Background: an optimization exercise with open tools, aiming at small area, a short achievable clock period and few clock cycles per item. Do not read the settings as production practice.
The RTL was checked by simulation tests, not by an equivalence proof against the original design.
No activity file was given, so power comes from the tool's default toggle rates.

## flow/design.v

```verilog
package sbpp_pkg;
  localparam int CFG_INDEX_W = 4;
  localparam int CFG_DATA_W  = 10;
  localparam int LENGTH_W    = 8;
  localparam int FACTOR_W    = 10;
  localparam int OFFSET_W    = 7;
  localparam int THRESH_SHIFT = 16;
  localparam logic [CFG_INDEX_W-1:0] REG_SECTION_LENGTH = 4'd0;
  localparam logic [CFG_INDEX_W-1:0] REG_STD_FACTOR     = 4'd1;
  localparam logic [LENGTH_W-1:0] LENGTH_RESET = 8'd128;
  localparam logic [FACTOR_W-1:0] FACTOR_RESET = 10'd256;
  typedef struct packed {
    logic [OFFSET_W-1:0] offset;
    logic                valid;
    logic                done;
  } beat_t;
endpackage
module section_beat_peak_picker #(
  parameter int SECTION_MAX = 128,
  parameter int SAMPLE_BITS = 16
) (
  input  logic                                   clk,
  input  logic                                   rst,
  input  logic                                   s_tvalid,
  output logic                                   s_tready,
  input  logic [((SAMPLE_BITS + 7) / 8) * 8-1:0] s_tdata,    
  output logic                                   m_tvalid,
  input  logic                                   m_tready,
  output logic [7:0]                             m_tdata,    
  output logic                                   m_tuser,    
  output logic                                   m_tlast,    
  input  logic                                   cfg_valid,
  output logic                                   cfg_ready,
  input  logic [sbpp_pkg::CFG_INDEX_W-1:0]       cfg_index,
  input  logic [sbpp_pkg::CFG_DATA_W-1:0]        cfg_data
);
  logic               in_v;
  logic signed [15:0] in_x;
  logic [14:0]        in_y;      
  logic               cf_v;
  logic [3:0]         cf_i;
  logic [9:0]         cf_d;
  logic               in_v_nx;
  assign in_v_nx   = s_tvalid && s_tready;
  assign cfg_ready = 1'b1;
  always_ff @(posedge clk) begin
    in_x <= s_tdata[15:0];
    in_y <= s_tdata[14:0] ^ {15{s_tdata[15]}};
    cf_i <= cfg_index;
    cf_d <= cfg_data;
    if (rst) begin
      in_v <= 1'b0;
      cf_v <= 1'b0;
    end else begin
      in_v <= in_v_nx;
      cf_v <= cfg_valid;
    end
  end
  logic [7:0] n_r, n_m1, n_m2;
  logic [9:0] k_r;
  logic [7:0] leff;
  logic       wr_len, wr_fac;
  assign wr_len = cf_v && (cf_i == 4'd0);
  assign wr_fac = cf_v && (cf_i == 4'd1);
  always_comb begin
    if (cf_d[7:0] == 8'd0)        leff = 8'd1;
    else if (cf_d[7:0] > 8'd128)  leff = 8'd128;
    else                          leff = cf_d[7:0];
  end
  always_ff @(posedge clk) begin
    if (rst) begin
      n_r  <= 8'd130;
      n_m1 <= 8'd129;
      n_m2 <= 8'd128;
      k_r  <= 10'd256;
    end else begin
      if (wr_len) begin
        n_r  <= leff + 8'd2;
        n_m1 <= leff + 8'd1;
        n_m2 <= leff;
      end
      if (wr_fac) k_r <= cf_d;
    end
  end
  logic [7:0]         pos;
  logic signed [15:0] xa, xb;
  logic [23:0]        s_sum;     
  logic [31:0]        sq_s, sq_c;     
  logic               sq_v, sq_first, sq_last;
  logic [37:0]        q_sum;
  logic [6:0]         wptr, rptr, sec_base;
  logic [22:0]        fifo0 [32];
  logic [22:0]        fifo1 [32];
  logic               pk_q;
  logic [5:0]         pk_addr;
  logic [22:0]        pk_data;
  logic               ld_first, ld_last, pk_wr, sec_done;
  logic [6:0]         wptr_inc, end_ptr;
  logic [7:0]         pos_nx;
  logic [6:0]         wptr_nx;
  logic [31:0]        x_sq_s, x_sq_c;
  assign ld_first = (pos == 8'd0);
  assign ld_last  = (pos == n_m1);
  assign pk_wr    = in_v && (pos >= 8'd2) && (xa < xb) && (in_x < xb);
  assign sec_done = in_v && ld_last;
  assign wptr_inc = wptr + 7'd1;
  assign end_ptr  = pk_wr ? wptr_inc : wptr;
  function automatic logic [63:0] csa(input logic [31:0] a, input logic [31:0] b,
                                      input logic [31:0] c);
    csa = {a ^ b ^ c, ((a & b) | (a & c) | (b & c)) << 1};
  endfunction
  logic [14:0] sq_y;
  logic [31:0] pp [16];
  logic [31:0] l1 [11];
  logic [31:0] l2 [8];
  logic [31:0] l3 [6];
  logic [31:0] l4 [4];
  logic [31:0] l5 [3];
  assign sq_y = in_y;
  always_comb begin
    for (int i = 0; i < 15; i++) begin
      pp[i] = '0;
      pp[i][2*i] = sq_y[i];
      for (int j = i + 1; j < 15; j++) pp[i][i+j+1] = sq_y[i] & sq_y[j];
    end
    pp[15] = in_x[15] ? {16'd0, sq_y, 1'b1} : 32'd0;
    {l1[0], l1[1]} = csa(pp[0], pp[1], pp[2]);
    {l1[2], l1[3]} = csa(pp[3], pp[4], pp[5]);
    {l1[4], l1[5]} = csa(pp[6], pp[7], pp[8]);
    {l1[6], l1[7]} = csa(pp[9], pp[10], pp[11]);
    {l1[8], l1[9]} = csa(pp[12], pp[13], pp[14]);
    l1[10] = pp[15];
    {l2[0], l2[1]} = csa(l1[0], l1[1], l1[2]);
    {l2[2], l2[3]} = csa(l1[3], l1[4], l1[5]);
    {l2[4], l2[5]} = csa(l1[6], l1[7], l1[8]);
    l2[6] = l1[9];
    l2[7] = l1[10];
    {l3[0], l3[1]} = csa(l2[0], l2[1], l2[2]);
    {l3[2], l3[3]} = csa(l2[3], l2[4], l2[5]);
    l3[4] = l2[6];
    l3[5] = l2[7];
    {l4[0], l4[1]} = csa(l3[0], l3[1], l3[2]);
    {l4[2], l4[3]} = csa(l3[3], l3[4], l3[5]);
    {l5[0], l5[1]} = csa(l4[0], l4[1], l4[2]);
    l5[2] = l4[3];
    {x_sq_s, x_sq_c} = csa(l5[0], l5[1], l5[2]);
  end
  always_comb begin
    pos_nx  = pos;
    wptr_nx = wptr;
    if (in_v) begin
      pos_nx  = ld_last ? 8'd0 : pos + 8'd1;
      wptr_nx = end_ptr;
    end
    if (wr_len) begin
      pos_nx  = 8'd0;
      wptr_nx = sec_base;
    end
  end
  always_ff @(posedge clk) begin
    pk_q    <= pk_wr;
    pk_addr <= wptr[5:0];
    pk_data <= {xb, 7'(pos - 8'd2)};
    if (pk_q && !pk_addr[0]) fifo0[pk_addr[5:1]] <= pk_data;
    if (pk_q &&  pk_addr[0]) fifo1[pk_addr[5:1]] <= pk_data;
  end
  always_ff @(posedge clk) begin
    if (rst) begin
      pos      <= 8'd0;
      wptr     <= 7'd0;
      sec_base <= 7'd0;
      sq_v     <= 1'b0;
    end else begin
      pos  <= pos_nx;
      wptr <= wptr_nx;
      sq_v <= in_v;
      if (sec_done) sec_base <= end_ptr;
    end
  end
  always_ff @(posedge clk) begin
    if (in_v) begin
      xa       <= xb;
      xb       <= in_x;
      s_sum    <= (ld_first ? {1'b0, n_r, 15'd0} : s_sum) + 24'(in_x);
      sq_s     <= x_sq_s;
      sq_c     <= x_sq_c;
      sq_first <= ld_first;
      sq_last  <= ld_last;
    end
    if (sq_v) begin
      q_sum <= (sq_first ? 38'd0 : q_sum) + 38'(sq_s) + 38'(sq_c);
    end
  end
  typedef enum logic [2:0] {
    TA_IDLE, TA_M1, TA_V, TA_KV, TA_DONE
  } ta_t;
  ta_t                ta_st;
  logic [3:0]         ta_cnt;
  logic [6:0]         ta_end;
  logic [37:0]        ta_q;
  logic [23:0]        ta_a;
  logic signed [25:0] aa_hi;
  logic [25:0]        aa_lo;
  logic signed [25:0] na_hi;
  logic [9:0]         na_lo;
  logic [37:0]        nq_hi;
  logic [7:0]         nq_lo;
  logic [7:0]         nn_hi;
  logic [7:0]         nn_lo;
  logic [9:0]         kk_hi;
  logic [9:0]         kk_lo;
  logic [44:0]        vv;
  logic signed [46:0] kv_hi;
  logic [21:0]        kv_lo;
  logic               ta_take;    
  logic               ta_busy, ta_busy_nx;
  function automatic logic [2:0] booth(input logic [2:0] b);
    case (b)
      3'b001, 3'b010: booth = 3'b001;
      3'b011:         booth = 3'b010;
      3'b100:         booth = 3'b110;
      3'b101, 3'b110: booth = 3'b101;
      default:        booth = 3'b000;
    endcase
  endfunction
  logic [2:0]         aa_d, na_d, kv_d;
  logic [25:0]        aa_m, na_m;
  logic [46:0]        kv_m;
  logic signed [26:0] aa_s, na_s;
  logic signed [47:0] kv_s;
  logic [23:0]        a_new;
  assign a_new = s_sum + 24'(in_x);
  always_comb begin
    aa_m = aa_d[1] ? {1'b0, ta_a, 1'b0} : aa_d[0] ? {2'b0, ta_a} : 26'd0;
    na_m = na_d[1] ? {1'b0, ta_a, 1'b0} : na_d[0] ? {2'b0, ta_a} : 26'd0;
    kv_m = kv_d[1] ? {1'b0, vv, 1'b0}   : kv_d[0] ? {2'b0, vv}   : 47'd0;
    aa_s = 27'(aa_hi) + (aa_d[2] ? ~{1'b0, aa_m} : {1'b0, aa_m}) + 27'(aa_d[2]);
    na_s = 27'(na_hi) + (na_d[2] ? ~{1'b0, na_m} : {1'b0, na_m}) + 27'(na_d[2]);
    kv_s = 48'(kv_hi) + (kv_d[2] ? ~{1'b0, kv_m} : {1'b0, kv_m}) + 48'(kv_d[2]);
  end
  assign ta_busy    = (ta_st != TA_IDLE);
  assign ta_busy_nx = (ta_busy && !ta_take) || sec_done;
  logic [38:0] nq_s;
  logic [8:0]  nn_s;
  logic [10:0] kk_s;
  assign nq_s = {1'b0, nq_hi} + (nq_lo[0] ? {1'b0, ta_q} : 39'd0);
  assign nn_s = {1'b0, nn_hi} + (nn_lo[0] ? {1'b0, n_r} : 9'd0);
  assign kk_s = {1'b0, kk_hi} + (kk_lo[0] ? {1'b0, k_r} : 11'd0);
  always_ff @(posedge clk) begin
    if (rst) begin
      ta_st <= TA_IDLE;
    end else begin
      case (ta_st)
        TA_IDLE: if (sec_done) ta_st <= TA_M1;
        TA_M1:   if (ta_cnt == 4'd12) ta_st <= TA_V;
        TA_V:    ta_st <= TA_KV;
        TA_KV:   if (ta_cnt == 4'd10) ta_st <= TA_DONE;
        TA_DONE: if (ta_take) ta_st <= TA_IDLE;
        default: ta_st <= TA_IDLE;
      endcase
    end
  end
  always_ff @(posedge clk) begin
    case (ta_st)
      TA_IDLE: if (sec_done) begin
        ta_end <= end_ptr;
        ta_a   <= a_new;
        ta_cnt <= 4'd0;
        aa_hi  <= '0;
        aa_lo  <= {2'b00, a_new};
        aa_d   <= booth({a_new[1:0], 1'b0});
        na_hi  <= '0;
        na_lo  <= {2'b00, n_r};
        na_d   <= booth({n_r[1:0], 1'b0});
        nq_hi  <= '0;
        nq_lo  <= n_r;
        nn_hi  <= '0;
        nn_lo  <= n_r;
        kk_hi  <= '0;
        kk_lo  <= k_r;
      end
      TA_M1: begin
        ta_cnt <= ta_cnt + 4'd1;
        {aa_hi, aa_lo} <= {aa_s[26], aa_s[26:2], aa_s[1:0], aa_lo[25:2]};
        aa_d   <= booth({aa_lo[3:1]});
        if (ta_cnt < 4'd5) begin
          {na_hi, na_lo} <= {na_s[26], na_s[26:2], na_s[1:0], na_lo[9:2]};
          na_d  <= booth({na_lo[3:1]});
        end
        if (ta_cnt == 4'd1) ta_q <= q_sum;
        if (ta_cnt >= 4'd2 && ta_cnt < 4'd10) begin
          {nq_hi, nq_lo} <= {nq_s, nq_lo[7:1]};
        end
        if (ta_cnt < 4'd8) begin
          {nn_hi, nn_lo} <= {nn_s, nn_lo[7:1]};
        end
        if (ta_cnt < 4'd10) begin
          {kk_hi, kk_lo} <= {kk_s, kk_lo[9:1]};
        end
      end
      TA_V: begin
        vv    <= 45'($signed({3'b0, nq_hi, nq_lo}) - $signed({1'b0, aa_val})
                     + $signed({2'b0, na_val, 16'd0}) - $signed({3'b0, nn_val[14:0], 30'd0}));
        ta_cnt <= 4'd0;
        kv_hi <= '0;
        kv_lo <= {2'b00, kk_hi, kk_lo};
        kv_d  <= booth({kk_lo[1:0], 1'b0});
      end
      TA_KV: begin
        ta_cnt <= ta_cnt + 4'd1;
        {kv_hi, kv_lo} <= {kv_s[47], kv_s[47:2], kv_s[1:0], kv_lo[21:2]};
        kv_d  <= booth({kv_lo[3:1]});
      end
      default: ;
    endcase
  end
  logic [48:0] w_val;     
  logic [47:0] aa_val;    
  logic [30:0] na_val;    
  logic [15:0] nn_val;    
  assign w_val  = {kv_hi[42:0], kv_lo[21:16]};
  assign aa_val = {aa_hi[21:0], aa_lo};
  assign na_val = {na_hi[20:0], na_lo};
  assign nn_val = {nn_hi, nn_lo};
  typedef enum logic [1:0] {TB_IDLE, TB_INIT, TB_SRCH, TB_DONE} tb_t;
  tb_t                tb_st;
  logic [3:0]         tb_cnt;
  logic signed [49:0] sr_r;
  logic signed [47:0] sr_x;
  logic [46:0]        sr_y;
  logic [22:0]        sr_z;
  logic signed [24:0] sr_dm;
  logic [15:0]        sr_u;
  logic [6:0]         tb_end;
  logic               tb_take;    
  logic signed [24:0] sr_dc;
  logic signed [49:0] sr_rc;
  logic               sr_acc;
  logic signed [47:0] sr_x2;
  assign ta_take = (ta_st == TA_DONE) && (tb_st == TB_IDLE);
  assign sr_dc   = sr_dm + $signed({2'b0, sr_z});
  assign sr_rc   = sr_r + 50'(sr_x) - $signed({3'b0, sr_y});
  assign sr_acc  = sr_dc[24] || !sr_rc[49];
  assign sr_x2   = sr_x - $signed({sr_y[46:0], 1'b0});
  always_ff @(posedge clk) begin
    if (rst) begin
      tb_st <= TB_IDLE;
    end else begin
      case (tb_st)
        TB_IDLE: if (ta_take) tb_st <= TB_INIT;
        TB_INIT: tb_st <= TB_SRCH;
        TB_SRCH: if (tb_cnt == 4'd15) tb_st <= TB_DONE;
        TB_DONE: if (tb_take) tb_st <= TB_IDLE;
        default: tb_st <= TB_IDLE;
      endcase
    end
  end
  always_ff @(posedge clk) begin
    case (tb_st)
      TB_IDLE: begin
        sr_r   <= $signed({1'b0, w_val});
        sr_x   <= '0;
        sr_y   <= aa_val[46:0];
        sr_u   <= nn_val;
        sr_dm  <= ~$signed({1'b0, ta_a});
        tb_end <= ta_end;
        tb_cnt <= 4'd0;
      end
      TB_INIT: begin
        sr_r   <= sr_rc;
        sr_x   <= $signed({1'b0, na_val, 16'd0});
        sr_y   <= {2'b0, sr_u[14:0], 30'd0};
        sr_z   <= {n_r, 15'd0};
      end
      TB_SRCH: begin
        tb_cnt <= tb_cnt + 4'd1;
        sr_u   <= {sr_u[14:0], sr_acc};
        if (sr_acc) begin
          sr_dm <= sr_dc;
          sr_r  <= sr_rc;
          sr_x  <= sr_x2 >>> 1;
        end else begin
          sr_x  <= sr_x >>> 1;
        end
        sr_y <= sr_y >> 2;
        sr_z <= sr_z >> 1;
      end
      default: ;
    endcase
  end
  logic               sc_act;
  logic signed [15:0] sc_tx;
  logic [6:0]         sc_end;
  logic               adv, go;
  logic               is_ent, is_two, is_cls;
  logic [6:0]         rptr1;
  logic [4:0]         row0, row1;
  logic [6:0]         rptr_nx;
  logic [22:0]        rd0, rd1, rda, rdb;
  logic               p_v0, p_v1, p_cls, p_half;
  logic signed [15:0] p_val0, p_val1;
  logic [6:0]         p_off0, p_off1;
  logic               pend_v;
  logic [6:0]         pend_off;
  logic               h0, h1, need2;
  logic               emit, emit_last;
  logic [6:0]         emit_off;
  assign adv     = !m_tvalid || m_tready;
  assign tb_take = (tb_st == TB_DONE) && !sc_act;
  assign rptr1   = rptr + 7'd1;
  assign is_ent  = sc_act && (rptr != sc_end);
  assign is_two  = is_ent && (rptr1 != sc_end);
  assign is_cls  = sc_act && (rptr == sc_end);
  assign rd0     = fifo0[row0];
  assign rd1     = fifo1[row1];
  assign rptr_nx = !is_ent ? rptr : is_two ? rptr + 7'd2 : rptr1;
  assign rda     = rptr[0] ? rd1 : rd0;
  assign rdb     = rptr[0] ? rd0 : rd1;
  assign h0    = p_v0 && !p_half && (p_val0 > sc_tx);
  assign h1    = p_v1 && (p_val1 > sc_tx);
  assign need2 = h0 && h1 && pend_v;
  assign go    = adv && !need2;
  always_comb begin
    emit      = 1'b0;
    emit_last = 1'b0;
    emit_off  = pend_off;
    if (p_cls) begin
      emit      = 1'b1;
      emit_last = 1'b1;
    end else if (h0 && h1) begin
      emit     = 1'b1;
      emit_off = pend_v ? pend_off : p_off0;
    end else if (h0 || h1) begin
      emit     = pend_v;
    end
  end
  always_ff @(posedge clk) begin
    if (rst) begin
      sc_act   <= 1'b0;
      rptr     <= 7'd0;
      row0     <= 5'd0;
      row1     <= 5'd0;
      p_v0     <= 1'b0;
      p_v1     <= 1'b0;
      p_cls    <= 1'b0;
      p_half   <= 1'b0;
      pend_v   <= 1'b0;
      m_tvalid <= 1'b0;
    end else begin
      if (tb_take) begin
        sc_act <= 1'b1;
        sc_tx  <= $signed({~sr_u[15], sr_u[14:0]});
        sc_end <= tb_end;
      end
      if (adv) begin
        if (need2) begin
          p_half   <= 1'b1;
          pend_off <= p_off0;
        end else begin
          p_v0   <= is_ent;
          p_v1   <= is_two;
          p_cls  <= is_cls;
          p_half <= 1'b0;
          rptr <= rptr_nx;
          row0 <= rptr_nx[5:1] + 5'(rptr_nx[0]);
          row1 <= rptr_nx[5:1];
          if (is_cls) sc_act <= 1'b0;
          if (p_cls) begin
            pend_v <= 1'b0;
          end else if (h1) begin
            pend_v   <= 1'b1;
            pend_off <= p_off1;
          end else if (h0) begin
            pend_v   <= 1'b1;
            pend_off <= p_off0;
          end
        end
        m_tvalid <= emit;
        m_tdata  <= {1'b0, (emit_last && !pend_v) ? 7'd0 : emit_off};
        m_tuser  <= !emit_last || pend_v;
        m_tlast  <= emit_last;
      end
    end
  end
  always_ff @(posedge clk) begin
    if (go) begin
      p_val0 <= rda[22:7];
      p_off0 <= rda[6:0];
      p_val1 <= rdb[22:7];
      p_off1 <= rdb[6:0];
    end
  end
  logic [6:0] fill;
  logic       room, hold_last;
  assign fill      = wptr - rptr;
  assign room      = (fill < 7'd63) || (rptr == sec_base);
  assign hold_last = ta_busy_nx && ((pos_nx == n_m1) || (pos_nx == n_m2));
  always_ff @(posedge clk) begin
    if (rst) s_tready <= 1'b0;
    else     s_tready <= room && !hold_last;
  end
endmodule
```

## flow/flow/run.sh

```bash
#!/bin/bash
set -euo pipefail
bash standard.sh SETUP_SLACK_MARGIN=6.5 finish > layout.log 2>&1
```

## flow/standard.sh

```bash
#!/bin/bash
# synth_recipe.tcl (not shown) runs the flow's synth.tcl, then flattens the netlist and writes it again
# the make line also repeats each setting of config.mk as NAME=value (left out here)
make -C /OpenROAD-flow-scripts/flow DESIGN_CONFIG=/design/flow/config.mk WORK_HOME=/design/flow/orfs CLKGATE_MAP_FILE= SYNTH_SCRIPT=/design/flow/synth_recipe.tcl "${@:-finish}"
```

## flow/config.mk

```make
export PLATFORM = sky130hd
export DESIGN_NAME = section_beat_peak_picker
export DESIGN_NICKNAME = section_beat_peak_picker
export VERILOG_FILES = /design/flow/design.v
export SDC_FILE = /design/flow/constraint.sdc
export NUM_CORES = 4
export LEC_CHECK = 0
export CAP_MARGIN = 20
export CORE_MARGIN = 2
export CORE_UTILIZATION = 60
export SLEW_MARGIN = 20
```

## flow/constraint.sdc

```tcl
create_clock -name core_clock -period 10.5 [get_ports {clk}]
set_input_delay 2.1000 -clock core_clock [delete_from_list [all_inputs] [get_ports {clk}]]
set_output_delay 2.1000 -clock core_clock [all_outputs]
set_load 0.01 [all_outputs]
```

==> out/metrics.sh, run 1 <==
DRTPASS1ITERATIONS=5
POWER.COMBINATIONAL.FRACTION_PCT=21.9
PWR-SHARE-SEQ_PCT=43.3
FILLCELLCOUNT=14180
LAYOUT_MIN_CYCLE_TIME_PS=4558
TIMING.SETUP.TNS_PS=0
WIRE_PER_INST_UM=26.73
NETSWITCHINGFRACTION_PCT=27.56
POWER.IR.VDD_WORST_V=0.0001817
WORSTSETUPENDPOINTTYPE='register'
REGTOREGSETUPSLACK_PS=5940
REMAINING_MAX_SLEW_BUDGET_AT_THE_TIGHTEST_PIN_PCT=28.40
RUN_STATUS='complete, no violations'
SYNTH_TOP_AREA_SHARE_PCT=55.82
SYNTH.TOP_CELLS.BY_AREA='edfxtp_1 (56%), mux4_2 (8.4%), ha_1 (6.3%)'
CTS_TREE='yes'
DIE_H_UM=457.2
NUMBER_OF_VIAS_AFTER_DETAILED_ROUTING=74260
GLOBALPLACE.CONGESTION=0.9162
GROUTE.USAGE.OVERALL_PCT=30.30
POST_SYNTH_INSTANCE_AREA_UM2=123300
FINALHOLDVIOLCOUNT=0
FINALHOLDWORSTSLACK_PS=404.3
SYNTH-WARNING-COUNT=7
DRIVE_GT1_SHARE_PCT=17.83
RSZ0062_AT_GRT='true'
TOTAL_LEAKAGE_POWER_uW=0.05085
POWER_DENSITY_nW_PER_UM2=189.1
FLOORPLAN.ROWS=166
DIE_WIDTH_UM=457.2
ROUTED_VIA_DENSITY=6.188
PATH_MAX_FANOUT=6
GRT_FIRST_PASS_WIRELENGTH_MM=470.2
DRT-INITIAL-DRC-COUNT=7212
SYNTH.DISTINCT_CELLS=96
P_SW_uW=7283
CTS_MAX_LEVEL=5
GLOBALROUTE.TOTALOVERFLOW=0
WORST-ENDPOINT-ARRIVAL_PS=5160
POST_SYNTH.CELL_AREA_AVG_UM2=14.08
FLOORPLAN.IO_PINS=48
FINAL_NETS=9975
NUMBER_OF_REMAINING_DRC_ERRORS=0
PATH_CLASS='reg2reg'
YS_SEQ_ELEMENTS=2459
CTS_MADE_BUFFERS=277
INITIAL_CORE_UTIL_PCT=60.31
CP_DATA_REQUIRED_TIME_PS=11100
SYNTH_FF_TYPE='edfxtp_1'
GRT_ANTENNA_BEFORE_REPAIR=5
SYNTH.YOSYS.SEQ_AREA_SHARE_PCT=58.55
NETLIST_INSTANCES=8754
SLEW_VIOL_FINAL=0
SYNTH_LARGEST_AREA_CELL='edfxtp_1'
P_INT_uW=19140
DP_HPWL_MM=208.0
GRT_START_MAX_NET_PINS=86
CLK_TRANSITION_REPORTED_PATHS_PS=60
WORST_HOLD_PATH_TYPE='reg2reg'
CLOCK_PATH_BUFFERS=4
POSTCTSHOLDBUFS=0
FIN_SKEW_PS=81.28
TRITONCTS_NUM_SINKS=2459
POST_DETAILED_ROUTE_COUNT_OF_ANTENNA_VIOLATING_NETS=0
FIN_CRIT_SH_PCT=43.41
SYNTHARSTFLOPSHARE_PCT=0
PLACEABLECOREAREA_UM2=204400
REPORT.FINAL.SETUP_VIOL=0
FIRST_GLOBAL_VIAS=73480
MAX-CAP-VIOLATIONS=0
DIEAREA_UM2=209100
IO_BUFFER_COUNT=45
EDFF_COUNT_SYNTH=2291
INSERTION_DELAY_PS=940
CLOCK_TREE.ROOT_CELL='clkbuf_16'
SYNTHTOLAYOUTAREAGROWTH_PCT=13.36
WORST_PIN_SLEW_PS=1073
POWER.CLOCK.FRACTION_PCT=34.8
TIMING.FMAX_MHz=219.4
TIMING.CRITICAL_PATH.FROM_TYPE='register'
WL_MM=320.8
[per-layer routing]
metal  track usage, %  wire length [um]  vias to the layer above
li1                 -                 -                    33500
met1            40.60            129500                    37730
met2            50.61            158000                     2467
met3            3.884             18940                      566
met4            12.19             14380                        2
met5                0                13                        -
[metrics by stage]
stage / power, uW / instances / setup WS [ps] / utilization (%) / area (um2)
2_1_floorplan: 15350 / 8756 / 5863 / - / 123500
6_report: 26430 / 12000 / 5942 / 68.37 / 139700
5_1_grt: 27570 / 12000 / 5823 / 68.36 / 139700
4_1_cts: 26140 / 11880 / 5958 / 67.43 / 137800
3_3_place_gp: 16480 / 11310 / 4624 / 62.38 / 127500
3_5_place_dp: 16520 / 11310 / 4589 / 62.38 / 127500
[critical path, cell delays in order (launching register included)]
cell      delay (ps)
edfxtp_1         380
inv_2             50
fa_1             510
inv_2             50
ha_4             290
o21ai_4           70
or4_4            550
a21bo_4          250
a22oi_4          310
a31oi_4          180
o21ai_4          210
a31oi_4          120
xnor2_2          160
buf_6            150
nor3_4           220
buf_12           150
buf_16           130
buf_12           140
nand2b_4         240
o21ai_1           80
[cell usage after synthesis, types with 19 or more instances]
master,instances
o211ai_1,24
o21a_1,63
nor3b_1,19
clkbuf_1,256
and2_1,220
nand4_1,54
o21ai_1,21
a22o_1,20
fa_1,204
nor2_1,493
edfxtp_1,2291
a21oi_1,382
nand3_1,99
mux2i_1,142
mux4_2,460
nand2b_1,72
nor2b_1,117
a22oi_1,78
mux2_2,58
buf_1,66
inv_1,633
a221oi_1,25
nor3_1,91
nand3b_1,19
xor2_1,190
ha_1,617
a31oi_1,41
a21o_1,238
xnor2_1,343
dfxtp_1,168
o22ai_1,20
o21bai_1,47
a211oi_1,58
and3_1,28
o21ai_0,295
nand2_1,534
[cell usage in the layout, fill, tap and decap left out, types with 198 or more instances in the layout]
master / instances
xnor2_1: 339
o21ai_0: 256
ha_1: 587
fa_1: 198
and2_1: 217
inv_1: 617
edfxtp_1: 2291
buf_4: 301
nor2_1: 420
a21o_1: 238
nand2_1: 531
a21oi_1: 346
clkbuf_16: 294
mux4_2: 460
[path summary, 6_finish.rpt]
path,from,end,cells past startpoint
setup / recovery,sr_x[3],sr_x[45],19
hold / removal,xb[5],pk_data[12],0
setup reg to reg,sr_x[3],sr_x[45],19
hold reg to reg,xb[5],pk_data[12],0
[layout make-up]
class | count | area, um2 | area share (%)
Clock buffer | 355 | 7427 | 5.316
Clock inverter | 113 | 1012 | 0.7244
Timing Repair Buffer | 413 | 3984 | 2.851
Timing Repair inverter | 1 | 5.005 | 0.003582
Tap cell | 2688 | 3363 | 2.407
Inverter | 634 | 2390 | 1.710
Multi-Input combinational cell | 5333 | 49250 | 35.25
Sequential cell | 2459 | 72280 | 51.73
Antenna cell | 5 | 12.51 | 0.008955
[repair_timing]
action | CTS | global route
buffers inserted | 85 | 105
gates cloned | 13 | 11
pin swaps | 63 | 115
resized for setup | 216 | 207
endpoints found under the setup margin | 352 | 230
[power by group through the flow]
stage / Sequential (uW) / Combinational [uW] / Clock, uW
after floorplan: 11500 / 3830 / 0
after global placement: 11600 / 4840 / 0
after detailed placement: 11700 / 4870 / 0
after CTS: 11400 / 5370 / 9330
after global routing: 11500 / 6430 / 9670
final: 11400 / 5790 / 9190
[flip-flops by register name (all words and copies together), names as in the netlist, 26 cells and up, named ones only]
name,flops
fifo1,736
nq_hi,38
vv,45
sq_c,28
sr_x,48
ta_q,38
kv_hi,46
sq_s,29
sr_y,47
sr_r,50
aa_lo,26
fifo0,736
q_sum,38
[kinds of logic after synthesis]
group / count (synthesis) / share of synthesized area, %
flip-flops: 2459 / 58.55
AND/OR/NAND/NOR: 1824 / 7.090
AO/OA/AOI/OAI: 1488 / 7.925
buffers and inverters: 966 / 2.967
adder cells (fa/ha/maj): 821 / 9.577
multiplexers: 660 / 10.09
XOR/XNOR: 534 / 3.801
other: 2 / 0.006093
Testbench counts, summed over its fixed seeds: cycles 18,343, sections 192.
==> inputs of run 2 (changes only) <==
--- a/flow/design.v
+++ b/flow/design.v
@@ -87,6 +87,8 @@
   logic [23:0]        s_sum;     
   logic [31:0]        sq_s, sq_c;     
   logic               sq_v, sq_first, sq_last;
+  logic [30:0]        sq_t;           
+  logic               sq2_v, sq2_first;
   logic [37:0]        q_sum;
   logic [6:0]         wptr, rptr, sec_base;
   logic [22:0]        fifo0 [32];
@@ -170,10 +172,12 @@
       wptr     <= 7'd0;
       sec_base <= 7'd0;
       sq_v     <= 1'b0;
+      sq2_v    <= 1'b0;
     end else begin
       pos  <= pos_nx;
       wptr <= wptr_nx;
       sq_v <= in_v;
+      sq2_v <= sq_v;
       if (sec_done) sec_base <= end_ptr;
     end
   end
@@ -188,7 +192,11 @@
       sq_last  <= ld_last;
     end
     if (sq_v) begin
-      q_sum <= (sq_first ? 38'd0 : q_sum) + 38'(sq_s) + 38'(sq_c);
+      sq_t      <= 31'(sq_s + sq_c);
+      sq2_first <= sq_first;
+    end
+    if (sq2_v) begin
+      q_sum <= (sq2_first ? 38'd0 : q_sum) + 38'(sq_t);
     end
   end
   typedef enum logic [2:0] {
@@ -287,8 +295,8 @@
           {na_hi, na_lo} <= {na_s[26], na_s[26:2], na_s[1:0], na_lo[9:2]};
           na_d  <= booth({na_lo[3:1]});
         end
-        if (ta_cnt == 4'd1) ta_q <= q_sum;
-        if (ta_cnt >= 4'd2 && ta_cnt < 4'd10) begin
+        if (ta_cnt == 4'd2) ta_q <= q_sum;
+        if (ta_cnt >= 4'd3 && ta_cnt < 4'd11) begin
           {nq_hi, nq_lo} <= {nq_s, nq_lo[7:1]};
         end
         if (ta_cnt < 4'd8) begin
@@ -326,7 +334,7 @@
   tb_t                tb_st;
   logic [3:0]         tb_cnt;
   logic signed [49:0] sr_r;
-  logic signed [47:0] sr_x;
+  logic signed [47:0] sr_x;     
   logic [46:0]        sr_y;
   logic [22:0]        sr_z;
   logic signed [24:0] sr_dm;
@@ -336,12 +344,13 @@
   logic signed [24:0] sr_dc;
   logic signed [49:0] sr_rc;
   logic               sr_acc;
-  logic signed [47:0] sr_x2;
+  logic signed [47:0] sr_xa, sr_xb;
   assign ta_take = (ta_st == TA_DONE) && (tb_st == TB_IDLE);
   assign sr_dc   = sr_dm + $signed({2'b0, sr_z});
-  assign sr_rc   = sr_r + 50'(sr_x) - $signed({3'b0, sr_y});
+  assign sr_rc   = sr_r + 50'(sr_x) + 50'(tb_st == TB_INIT);
   assign sr_acc  = sr_dc[24] || !sr_rc[49];
-  assign sr_x2   = sr_x - $signed({sr_y[46:0], 1'b0});
+  assign sr_xa   = (sr_x >>> 1) + $signed({3'b0, sr_y[46:2]});
+  assign sr_xb   = sr_xa - $signed({1'b0, sr_y});
   always_ff @(posedge clk) begin
     if (rst) begin
       tb_st <= TB_IDLE;
@@ -359,8 +368,7 @@
     case (tb_st)
       TB_IDLE: begin
         sr_r   <= $signed({1'b0, w_val});
-        sr_x   <= '0;
-        sr_y   <= aa_val[46:0];
+        sr_x   <= ~$signed({1'b0, aa_val[46:0]});
         sr_u   <= nn_val;
         sr_dm  <= ~$signed({1'b0, ta_a});
         tb_end <= ta_end;
@@ -368,7 +376,7 @@
       end
       TB_INIT: begin
         sr_r   <= sr_rc;
-        sr_x   <= $signed({1'b0, na_val, 16'd0});
+        sr_x   <= $signed({1'b0, na_val, 16'd0}) - $signed({3'b0, sr_u[14:0], 30'd0});
         sr_y   <= {2'b0, sr_u[14:0], 30'd0};
         sr_z   <= {n_r, 15'd0};
       end
@@ -378,10 +386,8 @@
         if (sr_acc) begin
           sr_dm <= sr_dc;
           sr_r  <= sr_rc;
-          sr_x  <= sr_x2 >>> 1;
-        end else begin
-          sr_x  <= sr_x >>> 1;
         end
+        sr_x <= sr_acc ? sr_xb : sr_xa;
         sr_y <= sr_y >> 2;
         sr_z <= sr_z >> 1;
       end
==> run 2 against run 1 <==
Power up 15%. Die area up 2.0%. Synthesized area up 2.0%. Core utilization up 1.5 points. Via count up 7.2%. Cell count up 5.6%. Sequential power about the same. Global-route usage up 2.1 points. Worst setup slack worse by 670 ps. Clock skew up 4.7 ps. Critical path depth up 2.
==> out/metrics.sh, run 2 <==
SYNTH_TOP_AREA_SHARE_PCT=55.40  # was 55.82%
YS_SEQ_ELEMENTS=2489  # was 2,459
PWR-SHARE-SEQ_PCT=38.1  # was 43.3%
NETSWITCHINGFRACTION_PCT=30.64  # was 27.56%
POST_SYNTH.CELL_AREA_AVG_UM2=13.76  # was 14.08 um2
SYNTHTOLAYOUTAREAGROWTH_PCT=16.02  # was 13.36%
WORST_PIN_SLEW_PS=1088  # was 1073 ps
FIN_SKEW_PS=85.95  # was 81.28 ps
EDFF_COUNT_SYNTH=2320  # was 2,291
DIE_H_UM=461.8  # was 457.2 um
STDCELL_AREA_UM2=145900  # was 139,700 um2
POST_PLACEMENT_SETUP_SLACK_PS=4804  # was 4589 ps
SYNTH.YOSYS.SEQ_AREA_SHARE_PCT=58.09  # was 58.55%
HOLD_PATH_DEPTH=0  # unchanged
REG2REG_FROM='sr_y[7]'  # was sr_x[3]
POWER.IR.VDD_WORST_V=0.0002025  # was 0.0001817 V
TRITONCTS_NUM_SINKS=2489  # was 2,459
P_SW_uW=9334  # was 7283 uW
GLOBALROUTE.TOTALOVERFLOW=0  # unchanged
WL_MM=347.0  # was 320.8 mm
CTS_MAX_LEVEL=5  # unchanged
POWER.CLOCK.FRACTION_PCT=30.9  # was 34.8%
PLACEABLECOREAREA_UM2=208900  # was 204,400 um2
R2R.WORST_PATH.CELLS=21  # was 19
WL_MET3_MM=22.88  # was 18.94 mm
GROUTE.USAGE.OVERALL_PCT=32.40  # was 30.30%
CP_SLOWEST_CELL='or4b_4'  # was or4_4
FINALHOLDWORSTSLACK_PS=410.8  # was 404.3 ps
WL_MET2_MM=167.4  # was 158.0 mm
TIMING.SETUP.TNS_PS=0  # unchanged
SYNTH_FF_TYPE='edfxtp_1'  # unchanged
DIEAREA_UM2=213300  # was 209,100 um2
CLOCK_PATH_BUFFERS=4  # unchanged
POWER.COMBINATIONAL.FRACTION_PCT=31.0  # was 21.9%
PATH_CLASS='reg2reg'  # unchanged
MOST_COMMON_CELL_AFTER_LAYOUT_FILL_AND_TAPS_ASIDE='edfxtp_1'  # unchanged
INSERTION_DELAY_PS=940  # about the same
FLOORPLAN.ROWS=168  # was 166
POST_DETAILED_ROUTE_COUNT_OF_ANTENNA_VIOLATING_NETS=0  # unchanged
POWER_DENSITY_nW_PER_UM2=208.8  # was 189.1 nW/um2
REMAINING_MAX_SLEW_BUDGET_AT_THE_TIGHTEST_PIN_PCT=27.49  # was 28.40%
WORSTREG2REGEND='sr_x[31]'  # was sr_x[45]
SYNTH-WARNING-COUNT=7  # unchanged
TIMING.CRITICAL_PATH.CELLS='ha_4, nand2_1, or4b_4, o21a_4, a41oi_4, nor2_4, xnor2_2, ha_1, a21o_1, a21o_1, a21oi_1, o221ai_1, nor4_2, buf_4, a211oi_4, o211ai_1, a21boi_1, o21a_1, or3_1, a31oi_1, o221ai_1'  # was inv_2, fa_1, inv_2, ha_4, o21ai_4, or4_4, a21bo_4, a22oi_4, a31oi_4, o21ai_4, a31oi_4, xnor2_2, buf_6, nor3_4, buf_12, buf_16, buf_12, nand2b_4, o21ai_1
SLEW_VIOL_FINAL=0  # unchanged
TOPROUTINGLAYERUSED='met5'  # unchanged
P_INT_uW=21130  # was 19,140 uW
FINAL_CELL_COUNT_NO_FILL=12680  # was 12,000
FIRST_GLOBAL_VIAS=79180  # was 73,480
PLACEDCELLCOUNT=11810  # was 11,310
SYNTH.MOST_COMMON_CELL='edfxtp_1'  # unchanged
WIRELENGTH_MET1_MM=137.0  # was 129.5 mm
CLK_TRANSITION_REPORTED_PATHS_PS=60  # about the same
DIE_WIDTH_UM=461.8  # was 457.2 um
GRT_ANTENNA_BEFORE_REPAIR=13  # was 5
CP_DATA_REQUIRED_TIME_PS=11090  # was 11,100 ps
WORST_HOLD_PATH_TYPE='reg2reg'  # unchanged
TOTAL_LEAKAGE_POWER_uW=0.05249  # was 0.05085 uW
REPORT.FINAL.SETUP_VIOL=0  # unchanged
SYNTH.DISTINCT_CELLS=95  # was 96
DP_HPWL_MM=220.2  # was 208.0 mm
DRIVE_GT1_SHARE_PCT=21.04  # was 17.83%
WORST-ENDPOINT-ARRIVAL_PS=5820  # was 5160 ps
DETAILED_PLACE.AREA_UM2=130300  # was 127,500 um2
FILLCELLCOUNT=14250  # was 14,180
NUMBER_OF_REMAINING_DRC_ERRORS=0  # unchanged
SYNTH.TOP_CELLS.BY_AREA='edfxtp_1 (55%), mux4_2 (8.2%), ha_1 (6.9%)'  # was edfxtp_1 (56%), mux4_2 (8.4%), ha_1 (6.3%)
GRT_FIRST_PASS_WIRELENGTH_MM=509.2  # was 470.2 mm
TIMING.CRITICAL_PATH.FROM_TYPE='register'  # unchanged
DRTPASS1ITERATIONS=6  # was 5
RSZ0062_AT_GRT='true'  # unchanged
CTS_MADE_BUFFERS=283  # was 277
PATH_MAX_FANOUT=4  # was 6
WORST_HOLD_STARTPOINT='xb[6]'  # was xb[5]
FINAL_NETS=10530  # was 9,975
ROUTED_VIA_DENSITY=6.279  # was 6.188
INITIAL_CORE_UTIL_PCT=60.19  # was 60.31%
SYNTHTOPCELLSBYCOUNT='edfxtp_1 (2,320), ha_1 (694), nor2_1 (586), nand2_1 (571), inv_1 (491)'  # was edfxtp_1 (2,291), inv_1 (633), ha_1 (617), nand2_1 (534), nor2_1 (493)
SETUP_WS_PS=5272  # was 5942 ps
MOST-COMMON-LAYOUT-CELLS='edfxtp_1 (2,320), ha_1 (637), nand2_1 (556), nor2_1 (495), inv_1 (476)'  # was edfxtp_1 (2,291), inv_1 (617), ha_1 (587), nand2_1 (531), mux4_2 (460)
CLOCK_TREE.ROOT_CELL='clkbuf_16'  # unchanged
FINALHOLDVIOLCOUNT=0  # unchanged
TIMING.HOLD.WORST_ENDPOINT='pk_data[13]'  # was pk_data[12]
LAYOUT_MIN_CYCLE_TIME_PS=5228  # was 4558 ps
MAX-CAP-VIOLATIONS=0  # unchanged
SYNTH_LARGEST_AREA_CELL='edfxtp_1'  # unchanged
WORSTSETUPENDPOINTTYPE='register'  # unchanged
CRITICAL_PATH.TOP_DELAY_FAMILY='compound AO/OA/AOI/OAI gates'  # unchanged
POST_SYNTH_INSTANCE_AREA_UM2=125800  # was 123,300 um2
CP_SLOWEST_STAGE_DELAY_PS=490  # was 550 ps
FLOORPLAN.IO_PINS=48  # unchanged
TIMING.FMAX_MHz=191.3  # was 219.4 MHz
RUN_STATUS='complete, no violations'  # unchanged
SYNTHARSTFLOPSHARE_PCT=0  # unchanged
NUMBER_OF_VIAS_AFTER_DETAILED_ROUTING=79610  # was 74,260
IO_BUFFER_COUNT=45  # unchanged
POSTCTSHOLDBUFS=0  # unchanged
GLOBALPLACE.CONGESTION=0.9278  # was 0.9162
CRITICAL_PATH.N_BUFFERS_INVERTERS=1  # was 6
WIRE_PER_INST_UM=27.36  # was 26.73 um
REGTOREGSETUPSLACK_PS=5270  # was 5940 ps
FIN_CRIT_SH_PCT=49.79  # was 43.41%
DRT-INITIAL-DRC-COUNT=7399  # was 7,212
NETLIST_INSTANCES=9139  # was 8,754
GRT_START_MAX_NET_PINS=145  # was 86
CTS_TREE='yes'  # unchanged
-- run 2: cell families (layout without fill, tap and decap cells) --
group / count (synthesis) / count (layout) / share of synthesized area, %
AOI/OAI and AO/OA: 1649 / 1650 / 8.453
xor gates and xnor gates: 574 / 574 / 4.003
buffers and inverters: 822 / 1548 / 2.477
DFF: 2489 / 2489 / 58.09
muxes: 653 / 653 / 9.836
adders and majority gates: 828 / 828 / 9.030
and+or+nand+nor: 2122 / 2123 / 8.109
other: 2 / 9 / 0.005972
-- run 2: layout make-up --
cell class,count,area (um2),share of cell area [%]
clock inverters,119,1001,0.6860
well taps,2805,3510,2.405
repair buffers,568,5565,3.814
inverters,495,1873,1.284
diodes,7,17.52,0.01200
multi-input cells,5830,53080,36.37
clock buffers,366,7675,5.260
flip-flops and latches,2489,73200,50.16
-- run 2: worst max path at each step --
stage | start | cells past startpoint | endpoint | slack (ps)
final | sr_y[7] | 21 | sr_x[31] | 5270
after global placement | sr_x[1] | 25 | sr_x[45] | 4820
after detailed placement | sr_x[6] | 22 | sr_x[43] | 4800
after CTS | sr_y[2] | 25 | sr_x[31] | 5360
after floorplan | sr_x[1] | 25 | sr_x[45] | 5700
after global routing | sr_x[1] | 23 | sr_x[31] | 5020
-- run 2: power by group through the flow --
| stage | logic [uW] | clock network [uW] | registers, uW |
|---|---|---|---|
| 6_report | 9440 | 9420 | 11600 |
| 5_1_grt | 10300 | 9920 | 11600 |
| 4_1_cts | 8380 | 9560 | 11600 |
| 3_5_place_dp | 7140 | 0 | 11800 |
| 3_3_place_gp | 7090 | 0 | 11800 |
| 2_1_floorplan | 5610 | 0 | 11700 |
-- run 2: stage by stage --
stage | power (uW) | utilization [%]
after CTS | 29540 | 68.64
after global routing | 31840 | 69.83
after global placement | 18890 | 62.34
final | 30460 | 69.84
after detailed placement | 18940 | 62.35
after floorplan | 17270 | -
-- run 2: timing repair --
item / 4_1_cts / 5_1_grt
endpoints found under the setup margin: 321 / 252
cloned: 25 / 4
buffers inserted: 228 / 120
resized for setup: 424 / 328
pin swaps: 203 / 285
-- run 2: metal layers --
layer,vias up,global-route usage (%)
met5,-,0
met4,4,15.80
met3,743,4.402
met2,2997,53.35
met1,40250,42.70
li1,35620,-
Testbench counts of run 2, summed over its fixed seeds: cycles 18,343, sections 192.
==> inputs of run 3 (changes only) <==
--- a/flow/design.v
+++ b/flow/design.v
@@ -215,9 +215,8 @@
   logic [7:0]         nq_lo;
   logic [7:0]         nn_hi;
   logic [7:0]         nn_lo;
-  logic [9:0]         kk_hi;
-  logic [9:0]         kk_lo;
-  logic [44:0]        vv;
+  logic [44:0]        vv;         
+  logic [9:0]         kk_hi, kk_lo;   
   logic signed [46:0] kv_hi;
   logic [21:0]        kv_lo;
   logic               ta_take;    
@@ -253,6 +252,9 @@
   logic [10:0] kk_s;
   assign nq_s = {1'b0, nq_hi} + (nq_lo[0] ? {1'b0, ta_q} : 39'd0);
   assign nn_s = {1'b0, nn_hi} + (nn_lo[0] ? {1'b0, n_r} : 9'd0);
+  assign vv    = 45'({nq_hi, nq_lo});
+  assign kk_hi = kv_lo[19:10];
+  assign kk_lo = kv_lo[9:0];
   assign kk_s = {1'b0, kk_hi} + (kk_lo[0] ? {1'b0, k_r} : 11'd0);
   always_ff @(posedge clk) begin
     if (rst) begin
@@ -284,8 +286,7 @@
         nq_lo  <= n_r;
         nn_hi  <= '0;
         nn_lo  <= n_r;
-        kk_hi  <= '0;
-        kk_lo  <= k_r;
+        kv_lo  <= {12'd0, k_r};
       end
       TA_M1: begin
         ta_cnt <= ta_cnt + 4'd1;
@@ -302,16 +303,18 @@
         if (ta_cnt < 4'd8) begin
           {nn_hi, nn_lo} <= {nn_s, nn_lo[7:1]};
         end
+        if (ta_cnt == 4'd9) begin
+          {na_hi, na_lo} <= 36'($signed({2'b0, na_val}) - $signed({3'b0, nn_val[14:0], 14'd0}));
+        end
         if (ta_cnt < 4'd10) begin
-          {kk_hi, kk_lo} <= {kk_s, kk_lo[9:1]};
+          kv_lo[19:0] <= {kk_s, kk_lo[9:1]};
         end
       end
       TA_V: begin
-        vv    <= 45'($signed({3'b0, nq_hi, nq_lo}) - $signed({1'b0, aa_val})
-                     + $signed({2'b0, na_val, 16'd0}) - $signed({3'b0, nn_val[14:0], 30'd0}));
+        {nq_hi, nq_lo} <= 46'($signed({3'b0, nq_hi, nq_lo}) - $signed({1'b0, aa_val})
+                     + $signed({t_val, 16'd0}));
         ta_cnt <= 4'd0;
         kv_hi <= '0;
-        kv_lo <= {2'b00, kk_hi, kk_lo};
         kv_d  <= booth({kk_lo[1:0], 1'b0});
       end
       TA_KV: begin
@@ -325,10 +328,12 @@
   logic [48:0] w_val;     
   logic [47:0] aa_val;    
   logic [30:0] na_val;    
+  logic [32:0] t_val;     
   logic [15:0] nn_val;    
   assign w_val  = {kv_hi[42:0], kv_lo[21:16]};
   assign aa_val = {aa_hi[21:0], aa_lo};
   assign na_val = {na_hi[20:0], na_lo};
+  assign t_val  = {na_hi[22:0], na_lo};
   assign nn_val = {nn_hi, nn_lo};
   typedef enum logic [1:0] {TB_IDLE, TB_INIT, TB_SRCH, TB_DONE} tb_t;
   tb_t                tb_st;
@@ -350,7 +355,7 @@
   assign sr_rc   = sr_r + 50'(sr_x) + 50'(tb_st == TB_INIT);
   assign sr_acc  = sr_dc[24] || !sr_rc[49];
   assign sr_xa   = (sr_x >>> 1) + $signed({3'b0, sr_y[46:2]});
-  assign sr_xb   = sr_xa - $signed({1'b0, sr_y});
+  assign sr_xb   = (sr_x >>> 1) + $signed({3'b0, sr_y[46:2]}) - $signed({1'b0, sr_y});
   always_ff @(posedge clk) begin
     if (rst) begin
       tb_st <= TB_IDLE;
@@ -369,15 +374,14 @@
       TB_IDLE: begin
         sr_r   <= $signed({1'b0, w_val});
         sr_x   <= ~$signed({1'b0, aa_val[46:0]});
-        sr_u   <= nn_val;
         sr_dm  <= ~$signed({1'b0, ta_a});
         tb_end <= ta_end;
         tb_cnt <= 4'd0;
       end
       TB_INIT: begin
         sr_r   <= sr_rc;
-        sr_x   <= $signed({1'b0, na_val, 16'd0}) - $signed({3'b0, sr_u[14:0], 30'd0});
-        sr_y   <= {2'b0, sr_u[14:0], 30'd0};
+        sr_x   <= 48'($signed({t_val, 16'd0}));
+        sr_y   <= {2'b0, nn_val[14:0], 30'd0};
         sr_z   <= {n_r, 15'd0};
       end
       TB_SRCH: begin
==> run 3 against run 2 <==
Maximum frequency fell by 12%. Combinational power decreased by 13%. Count of clock-buffer cells in the layout decreased by 15. First-iteration DRC count rose by 1.5%. Cell count decreased by 2.8%. Clock skew down 27 ps. Via count is 2.1% lower. Still clean on timing, DRC and antenna. Final area down 3.3%. Highest routed layer unchanged.
==> out/metrics.sh, run 3 <==
RUN_STATUS='complete, no violations'  # unchanged
MOST-COMMON-LAYOUT-CELLS='edfxtp_1 (2,256), ha_1 (641), nand2_1 (578), inv_1 (473), mux4_2 (460)'  # was edfxtp_1 (2,320), ha_1 (637), nand2_1 (556), nor2_1 (495), inv_1 (476)
TOTAL_POWER_uW=28470  # was 30,460 uW
TOTAL_LEAKAGE_POWER_uW=0.05133  # was 0.05249 uW
IO_BUFFER_COUNT=45  # unchanged
FINAL_NETS=10260  # was 10,530
POWER.CLOCK.FRACTION_PCT=31.8  # was 30.9%
BUSIEST_LAYER='met2'  # unchanged
LAYOUT_MIN_CYCLE_TIME_PS=5930  # was 5228 ps
MAX-CAP-VIOLATIONS=0  # unchanged
CPMOSTUSEDCELL='nor3_2'
MET3_USAGE_PCT=4.163  # was 4.402%
SYNTH.DISTINCT_CELLS=94  # was 95
GRT_ANTENNA_BEFORE_REPAIR=9  # was 13
WORSTSETUPENDPOINTTYPE='register'  # unchanged
NUMBER_OF_REMAINING_DRC_ERRORS=0  # unchanged
SYNTH_LARGEST_AREA_CELL='edfxtp_1'  # unchanged
CP_DATA_REQUIRED_TIME_PS=11100  # was 11,090 ps
REPORT.FINAL.SETUP_VIOL=0  # unchanged
CTS_MAX_LEVEL=5  # unchanged
ROUTED_VIA_DENSITY=6.326  # was 6.279
P_INT_uW=19850  # was 21,130 uW
PATH_MAX_FANOUT=3  # was 4
WORST_HOLD_PATH_TYPE='reg2reg'  # unchanged
POST_SYNTH.CELL_AREA_AVG_UM2=13.71  # was 13.76 um2
SYNTH_TOP_AREA_SHARE_PCT=54.94  # was 55.40%
SYNTH_FF_TYPE='edfxtp_1'  # unchanged
POST_SYNTH_INSTANCE_AREA_UM2=123300  # was 125,800 um2
POWER.COMBINATIONAL.FRACTION_PCT=28.7  # was 31.0%
FLOORPLAN.IO_PINS=48  # unchanged
DIEAREA_UM2=209200  # was 213,300 um2
SYNTH.YOSYS.SEQ_AREA_SHARE_PCT=57.68  # was 58.09%
DRIVE_GT1_SHARE_PCT=19.48  # was 21.04%
SYNTH.TOP_CELLS.BY_AREA='edfxtp_1 (55%), mux4_2 (8.4%), ha_1 (6.8%)'  # was edfxtp_1 (55%), mux4_2 (8.2%), ha_1 (6.9%)
WL_MM=344.9  # was 347.0 mm
INITIAL_CORE_UTIL_PCT=60.34  # was 60.19%
FLOORPLAN.ROWS=166  # was 168
GRT_START_MAX_NET_PINS=127  # was 145
SYNTH-WARNING-COUNT=7  # unchanged
RSZ0062_AT_GRT='true'  # unchanged
TIMING.CRITICAL_PATH.FROM_TYPE='register'  # unchanged
DIE_WIDTH_UM=457.4  # was 461.8 um
CP_SLOWEST_CELL='edfxtp_1'  # was or4b_4
GLOBALROUTE.TOTALOVERFLOW=0  # unchanged
CLOCK_PATH_BUFFERS=4  # unchanged
NETLIST_INSTANCES=8997  # was 9,139
CLOCK_TREE.ROOT_CELL='clkbuf_16'  # unchanged
POSTLAYOUTCOREUTIL_PCT=69.05  # was 69.84%
SLEW_VIOL_FINAL=0  # unchanged
INSERTION_DELAY_PS=930  # was 940 ps
FIN_SKEW_PS=59.03  # was 85.95 ps
FIRST_GLOBAL_VIAS=76560  # was 79,180
DRT-INITIAL-DRC-COUNT=7510  # was 7,399
DP_HPWL_MM=222.2  # was 220.2 mm
PWR-SHARE-SEQ_PCT=39.5  # was 38.1%
PATH_CLASS='reg2reg'  # unchanged
REMAINING_MAX_SLEW_BUDGET_AT_THE_TIGHTEST_PIN_PCT=21.69  # was 27.49%
POSTCTSHOLDBUFS=0  # unchanged
EDFF_COUNT_SYNTH=2256  # was 2,320
FINALHOLDVIOLCOUNT=0  # unchanged
SYNTHTOPCELLSBYCOUNT='edfxtp_1 (2,256), ha_1 (671), nand2_1 (587), nor2_1 (515), inv_1 (488)'  # was edfxtp_1 (2,320), ha_1 (694), nor2_1 (586), nand2_1 (571), inv_1 (491)
POWER.IR.VDD_WORST_V=0.0001763  # was 0.0002025 V
WORST-ENDPOINT-ARRIVAL_PS=6530  # was 5820 ps
SYNTH.MOST_COMMON_CELL='edfxtp_1'  # unchanged
POWER_DENSITY_nW_PER_UM2=201.8  # was 208.8 nW/um2
SYNTHTOLAYOUTAREAGROWTH_PCT=14.43  # was 16.02%
CTS_MADE_BUFFERS=275  # was 283
NUMBER_OF_VIAS_AFTER_DETAILED_ROUTING=77930  # was 79,610
POST_DETAILED_ROUTE_COUNT_OF_ANTENNA_VIOLATING_NETS=0  # unchanged
TIMING.FMAX_MHz=168.6  # was 191.3 MHz
YS_SEQ_ELEMENTS=2425  # was 2,489
DIE_H_UM=457.4  # was 461.8 um
TRITONCTS_NUM_SINKS=2425  # was 2,489
GROUTE.USAGE.OVERALL_PCT=32.43  # was 32.40%
REGTOREGSETUPSLACK_PS=4570  # was 5270 ps
MOST_COMMON_CELL_AFTER_LAYOUT_FILL_AND_TAPS_ASIDE='edfxtp_1'  # unchanged
FIN_CRIT_SH_PCT=56.48  # was 49.79%
GRT_FIRST_PASS_WIRELENGTH_MM=498.6  # was 509.2 mm
CP_SLOWEST_STAGE_DELAY_PS=400  # was 490 ps
P_SW_uW=8620  # was 9334 uW
USE_MET2_PCT=53.77  # was 53.35%
TIMING.SETUP.TNS_PS=0  # unchanged
WORST_PIN_SLEW_PS=1173  # was 1088 ps
CLK_TRANSITION_REPORTED_PATHS_PS=60  # about the same
PLACEABLECOREAREA_UM2=204400  # was 208,900 um2
SYNTHARSTFLOPSHARE_PCT=0  # unchanged
FILLCELLCOUNT=14060  # was 14,250
GR-USAGE-MET1_PCT=42.42  # was 42.70%
WIRE_PER_INST_UM=28.00  # was 27.36 um
DRTPASS1ITERATIONS=8  # was 6
NETSWITCHINGFRACTION_PCT=30.28  # was 30.64%
CTS_TREE='yes'  # unchanged
GLOBALPLACE.CONGESTION=0.9498  # was 0.9278
==> run 3: cell families (layout without fill, tap and decap cells) <==
kind of cell | count (synthesis) | count (layout) | share of synthesized area, %
xor gates and xnor gates | 604 | 604 | 4.290
AOI/OAI and AO/OA | 1702 | 1704 | 8.890
other | 2 | 10 | 0.006090
adders and majority gates | 790 | 790 | 8.740
muxes | 678 | 678 | 10.24
and+or+nand+nor | 1966 | 1967 | 7.620
buffers and inverters | 830 | 1453 | 2.541
DFF | 2425 | 2425 | 57.68
==> run 3: final timing paths <==
path           start           to  depth (start not counted)
min reg2reg    xb[7]  pk_data[14]                          0
max          sr_x[1]     sr_x[45]                         25
min            xb[7]  pk_data[14]                          0
max reg2reg  sr_x[1]     sr_x[45]                         25
==> run 3: cell type report <==
type | count | area [um2] | area share [%]
antenna | 8 | 20.02 | 0.01419
timing repair buffer | 495 | 4669 | 3.309
tap | 2688 | 3363 | 2.383
sequential | 2425 | 71240 | 50.49
multi-input combinational | 5745 | 51650 | 36.61
clock buffer | 351 | 7386 | 5.234
clock inverter | 116 | 910.9 | 0.6455
inverter | 491 | 1864 | 1.321
==> run 3: critical path, delay by kind of cell, from the launching register on <==
kind            cells  cell delay [ps]
compound gates     12             2830
buf+inv             2              210
simple gates        6             1210
fa+ha+maj           3              750
xor+xnor            2              240
flops               1              400
==> run 3: through the flow <==
stage	setup slack, ps	hold WS (ps)	area [um2]	instances
after floorplan	5011	354.0	123600	8997
after global placement	4164	373.8	127600	11550
after detailed placement	4158	391.3	127600	11550
after CTS	4556	397.2	138900	12200
after global routing	4356	412.6	141100	12310
final	4570	393.8	141100	12320
==> run 3: timing repair <==
action	CTS	global route
endpoints found under the setup margin	316	224
gates resized for setup	322	278
cloned	15	8
pin swaps	136	205
buffers inserted	170	105
==> run 3: metal layers <==
metal,up-vias,wire length (um)
met1,39290,134400
met2,2949,168200
met4,8,20310
met5,-,50
met3,744,21990
li1,34940,-
==> run 3: power by group through the flow <==
stage                     Sequential [uW]  Combinational (uW)  Clock [uW]
final                               11300                8180        9040
after global routing                11300                8890        9520
after CTS                           11200                7470        9160
after detailed placement            11400                6630           0
after global placement              11400                6550           0
after floorplan                     11300                5150           0
Testbench counts of run 3, summed over its fixed seeds: cycles 18,343, sections 192.
==> inputs of run 4 (changes only) <==
--- a/flow/design.v
+++ b/flow/design.v
@@ -355,7 +355,7 @@
   assign sr_rc   = sr_r + 50'(sr_x) + 50'(tb_st == TB_INIT);
   assign sr_acc  = sr_dc[24] || !sr_rc[49];
   assign sr_xa   = (sr_x >>> 1) + $signed({3'b0, sr_y[46:2]});
-  assign sr_xb   = (sr_x >>> 1) + $signed({3'b0, sr_y[46:2]}) - $signed({1'b0, sr_y});
+  assign sr_xb   = ((sr_x >>> 1) - $signed({1'b0, sr_y})) + $signed({3'b0, sr_y[46:2]});
   always_ff @(posedge clk) begin
     if (rst) begin
       tb_st <= TB_IDLE;
==> run 4 against run 3 <==
Worst hold slack better by 15 ps. Cell count increased by 2.8%. Via count rose by 1.3%. Combinational power down 4.6%. First-iteration DRC count down 3.4%. Synthesized area up 1.6%. Final area is 1.6% higher. Non-clock buffer count increased by 17. Clock skew rose by 22 ps. Maximum frequency up 44%. Critical endpoint is now sr_r[15].
==> out/metrics.sh, run 4 <==
RSZ0062_AT_GRT='true'  # unchanged
CP_SLOWEST_STAGE_DELAY_PS=390  # was 400 ps
TIMING.FMAX_MHz=242.1  # was 168.6 MHz
SYNTH-WARNING-COUNT=7  # unchanged
GLOBALROUTE.TOTALOVERFLOW=0  # unchanged
MOST_COMMON_CELL_AFTER_LAYOUT_FILL_AND_TAPS_ASIDE='edfxtp_1'  # unchanged
FINALHOLDVIOLCOUNT=0  # unchanged
RUN_STATUS='complete, no violations'  # unchanged
FLOORPLAN.ROWS=167  # was 166
REMAINING_MAX_SLEW_BUDGET_AT_THE_TIGHTEST_PIN_PCT=26.20  # was 21.69%
FIN_CRIT_SH_PCT=39.34  # was 56.48%
NUMBER_OF_REMAINING_DRC_ERRORS=0  # unchanged
WORST_PIN_SLEW_PS=1107  # was 1173 ps
SYNTHTOLAYOUTAREAGROWTH_PCT=14.51  # was 14.43%
SYNTHARSTFLOPSHARE_PCT=0  # unchanged
MAX-CAP-VIOLATIONS=0  # unchanged
FLOORPLAN.IO_PINS=48  # unchanged
SYNTH.TOP_CELLS.BY_AREA='edfxtp_1 (54%), mux4_2 (8.3%), ha_1 (6.8%)'  # was edfxtp_1 (55%), mux4_2 (8.4%), ha_1 (6.8%)
GRT_START_MAX_NET_PINS=128  # was 127
SYNTH.DISTINCT_CELLS=108  # was 94
DETAILED_PLACE.AREA_UM2=129500  # was 127,600 um2
SYNTH_LARGEST_AREA_CELL='edfxtp_1'  # unchanged
SYNTH.MOST_COMMON_CELL='edfxtp_1'  # unchanged
EDFF_COUNT_SYNTH=2256  # unchanged
WIRE_PER_INST_UM=26.91  # was 28.00 um
FIRST_GLOBAL_VIAS=77320  # was 76,560
FIN_SKEW_PS=80.78  # was 59.03 ps
TIMING.CRITICAL_PATH.CELLS='inv_4, ha_4, inv_2, fa_2, nor2b_2, o2111a_1, o311a_4, o2111a_2, o21ai_4, nand3_2, and2_4, and4_4, o31a_4, buf_16, buf_12, a21oi_4, buf_12, buf_6, buf_16'
CTS_MAX_LEVEL=5  # unchanged
PLACEABLECOREAREA_UM2=207300  # was 204,400 um2
FLIP_FLOP_AND_LATCH_AREA_UM2=71270  # was 71,240 um2
TRITONCTS_NUM_SINKS=2425  # unchanged
POST_SYNTH.CELL_AREA_AVG_UM2=13.58  # was 13.71 um2
DRIVE_GT1_SHARE_PCT=19.09  # was 19.48%
DRT-INITIAL-DRC-COUNT=7257  # was 7,510
TIMING.SETUP.TNS_PS=0  # unchanged
YS_SEQ_ELEMENTS=2425  # unchanged
CLOCK_TREE.ROOT_CELL='clkbuf_16'  # unchanged
LAYOUT_MIN_CYCLE_TIME_PS=4131  # was 5930 ps
TIMING.CRITICAL_PATH.FROM_TYPE='register'  # unchanged
REPORT.FINAL.SETUP_VIOL=0  # unchanged
POST_DETAILED_ROUTE_COUNT_OF_ANTENNA_VIOLATING_NETS=0  # unchanged
CP_DATA_REQUIRED_TIME_PS=11130  # was 11,100 ps
POST_SYNTH_INSTANCE_AREA_UM2=125200  # was 123,300 um2
INITIAL_CORE_UTIL_PCT=60.42  # was 60.34%
DIEAREA_UM2=212400  # was 209,200 um2
FINALHOLDWORSTSLACK_PS=408.4  # was 393.8 ps
WORST_SETUP_PATH_STARTPOINT='tb_st[1]'  # was sr_x[1]
CTS_MADE_BUFFERS=279  # was 275
POSTCTSHOLDBUFS=0  # unchanged
POSTLAYOUTCOREUTIL_PCT=69.19  # was 69.05%
CLK_TRANSITION_REPORTED_PATHS_PS=60  # about the same
DP_HPWL_MM=222.5  # was 222.2 mm
ROUTED_VIA_DENSITY=6.233  # was 6.326
GRT_FIRST_PASS_WIRELENGTH_MM=496.4  # was 498.6 mm
MULTI_INPUT_COMB_AREA_UM2=52780  # was 51,650 um2
INSERTION_DELAY_PS=920  # was 930 ps
POWER_DENSITY_nW_PER_UM2=198.0  # was 201.8 nW/um2
NETLIST_INSTANCES=9223  # was 8,997
REG2REG_FROM='tb_st[1]'  # was sr_x[1]
IO_BUFFER_COUNT=45  # unchanged
DIE_H_UM=460.9  # was 457.4 um
STDCELL_AREA_UM2=143400  # was 141,100 um2
PATH_CLASS='reg2reg'  # unchanged
PATH_MAX_FANOUT=7  # was 3
SLEW_VIOL_FINAL=0  # unchanged
CLOCK_PATH_BUFFERS=4  # unchanged
SYNTH.YOSYS.SEQ_AREA_SHARE_PCT=56.79  # was 57.68%
CP_SLOWEST_CELL='o31a_4'  # was edfxtp_1
POWER.IR.VDD_WORST_V=0.0001873  # was 0.0001763 V
GRT_ANTENNA_BEFORE_REPAIR=13  # was 9
SYNTH_FF_TYPE='edfxtp_1'  # unchanged
FILLCELLCOUNT=14400  # was 14,060
SYNTH_TOP_AREA_SHARE_PCT=54.09  # was 54.94%
GROUTE.USAGE.OVERALL_PCT=31.64  # was 32.43%
WL_MM=340.8  # was 344.9 mm
DRTPASS1ITERATIONS=8  # unchanged
MOST-COMMON-LAYOUT-CELLS='edfxtp_1 (2,256), ha_1 (632), inv_1 (625), nand2_1 (506), mux4_2 (460)'  # was edfxtp_1 (2,256), ha_1 (641), nand2_1 (578), inv_1 (473), mux4_2 (460)
WORST_HOLD_STARTPOINT='xb[8]'  # was xb[7]
FINAL_NETS=10540  # was 10,260
TOTAL_POWER_uW=28400  # was 28,470 uW
GLOBALPLACE.CONGESTION=0.9504  # was 0.9498
TOTAL_LEAKAGE_POWER_uW=0.05281  # was 0.05133 uW
REGTOREGSETUPSLACK_PS=6370  # was 4570 ps
WORST_HOLD_PATH_TYPE='reg2reg'  # unchanged
SYNTHTOPCELLSBYCOUNT='edfxtp_1 (2,256), ha_1 (677), inv_1 (647), nor2_1 (521), nand2_1 (510)'  # was edfxtp_1 (2,256), ha_1 (671), nand2_1 (587), nor2_1 (515), inv_1 (488)
NUMBER_OF_VIAS_AFTER_DETAILED_ROUTING=78940  # was 77,930
WORST-ENDPOINT-ARRIVAL_PS=4760  # was 6530 ps
WORSTSETUPENDPOINTTYPE='register'  # unchanged
CTS_TREE='yes'  # unchanged
DIE_WIDTH_UM=460.9  # was 457.4 um
==> run 4: final timing paths <==
| kind | endpoint | cells after the start |
|---|---|---|
| setup / recovery | sr_r[15] | 19 |
| hold / removal | pk_data[15] | 0 |
| setup reg to reg | sr_r[15] | 19 |
| hold reg to reg | pk_data[15] | 0 |
==> run 4: cell families after synthesis <==
| group | synth area share (%) |
|---|---|
| DFF | 56.79 |
| AOI/OAI and AO/OA | 8.971 |
| muxes | 10.06 |
| and+or+nand+nor | 7.522 |
| xor gates and xnor gates | 4.266 |
| buffers and inverters | 3.032 |
| other | 0.005996 |
| adders and majority gates | 9.345 |
==> run 4: per-layer routing <==
metal  global-route usage (%)  share of wire [%]  up-vias
li1                         -                  -    35590
met1                    39.99                 38    39750
met2                    52.48                 49     2831
met3                    4.414                6.1      758
met4                    18.50                6.9        8
met5                        0              0.016        -
==> run 4: what timing repair did <==
item,4_1_cts,5_1_grt
gates resized for setup,230,335
setup endpoints to repair,302,217
pin swaps,76,192
gates cloned,12,12
setup buffers,133,149
==> run 4: power breakdown <==
group,switching (uW),internal [uW],total [uW]
logic,4430,3370,7800
registers,295,11000,11300
clock network,3820,5530,9350
total,8540,19900,28400
==> run 4: per-stage QoR <==
stage	worst slack, ps	cells
2_1_floorplan	6322	9223
3_3_place_gp	5165	11870
3_5_place_dp	5215	11870
4_1_cts	6376	12500
5_1_grt	6211	12660
6_report	6369	12670
==> run 4: final cells by class <==
type,instances,area share (%)
Inverter,650,1.708
Tap cell,2788,2.432
Multi-Input combinational cell,5802,36.81
Sequential cell,2425,49.70
Clock buffer,356,5.215
Clock inverter,126,0.8158
Timing Repair Buffer,512,3.314
Antenna cell,6,0.01047
==> run 4: critical path, delay by kind of cell, from the launching register on <==
kind	cells	cell delay (ps)
AND/OR/NAND/NOR	4	520
buffers and inverters	7	790
adder cells (fa/ha/maj)	2	380
AO/OA/AOI/OAI	6	1780
flip-flops	1	350
Testbench counts of run 4, summed over its fixed seeds: cycles 18,343, sections 192.

## static timing again, ports no longer ideal
How much do the figures lean on ideal ports? The routed layouts below were timed once more, with nothing changed but the port constraints. Step 1: set_driving_cell puts a clkbuf_16 on clk and a buf_2 on each other input, an assumption about the parent block. Step 2 times the ports against the registers' clock, not the clock port: input delays grow and output delays shrink by t, the midpoint of the rising clock arrivals with the driver on. Three values: ideal, step 1, step 2; two values: the first two.
| run | shift t [ns] | setup WS [ns] | latest minus earliest clock arrival (ns) | slew at the worst register clock pin (ns) | pins driven straight from the clock port |
|---|---|---|---|---|---|
| run 1 | 0.990 | 5.942 / 5.942 / 5.745 | 0.085 / 0.085 | 0.06 / 0.06 | 1 |
| run 2 | 0.993 | 5.272 / 5.272 / 5.272 | 0.095 / 0.095 | 0.06 / 0.06 | 1 |
| run 3 | 0.987 | 4.570 / 4.570 / 4.570 | 0.079 / 0.079 | 0.07 / 0.07 | 1 |
| run 4 | 0.974 | 6.369 / 6.369 / 6.369 | 0.085 / 0.086 | 0.07 / 0.07 | 1 |
After both steps setup and hold are still met in every run listed. The setup slack of run 1, which loses most, moves by 0.000 ns with the drivers and by -0.197 ns with both steps.
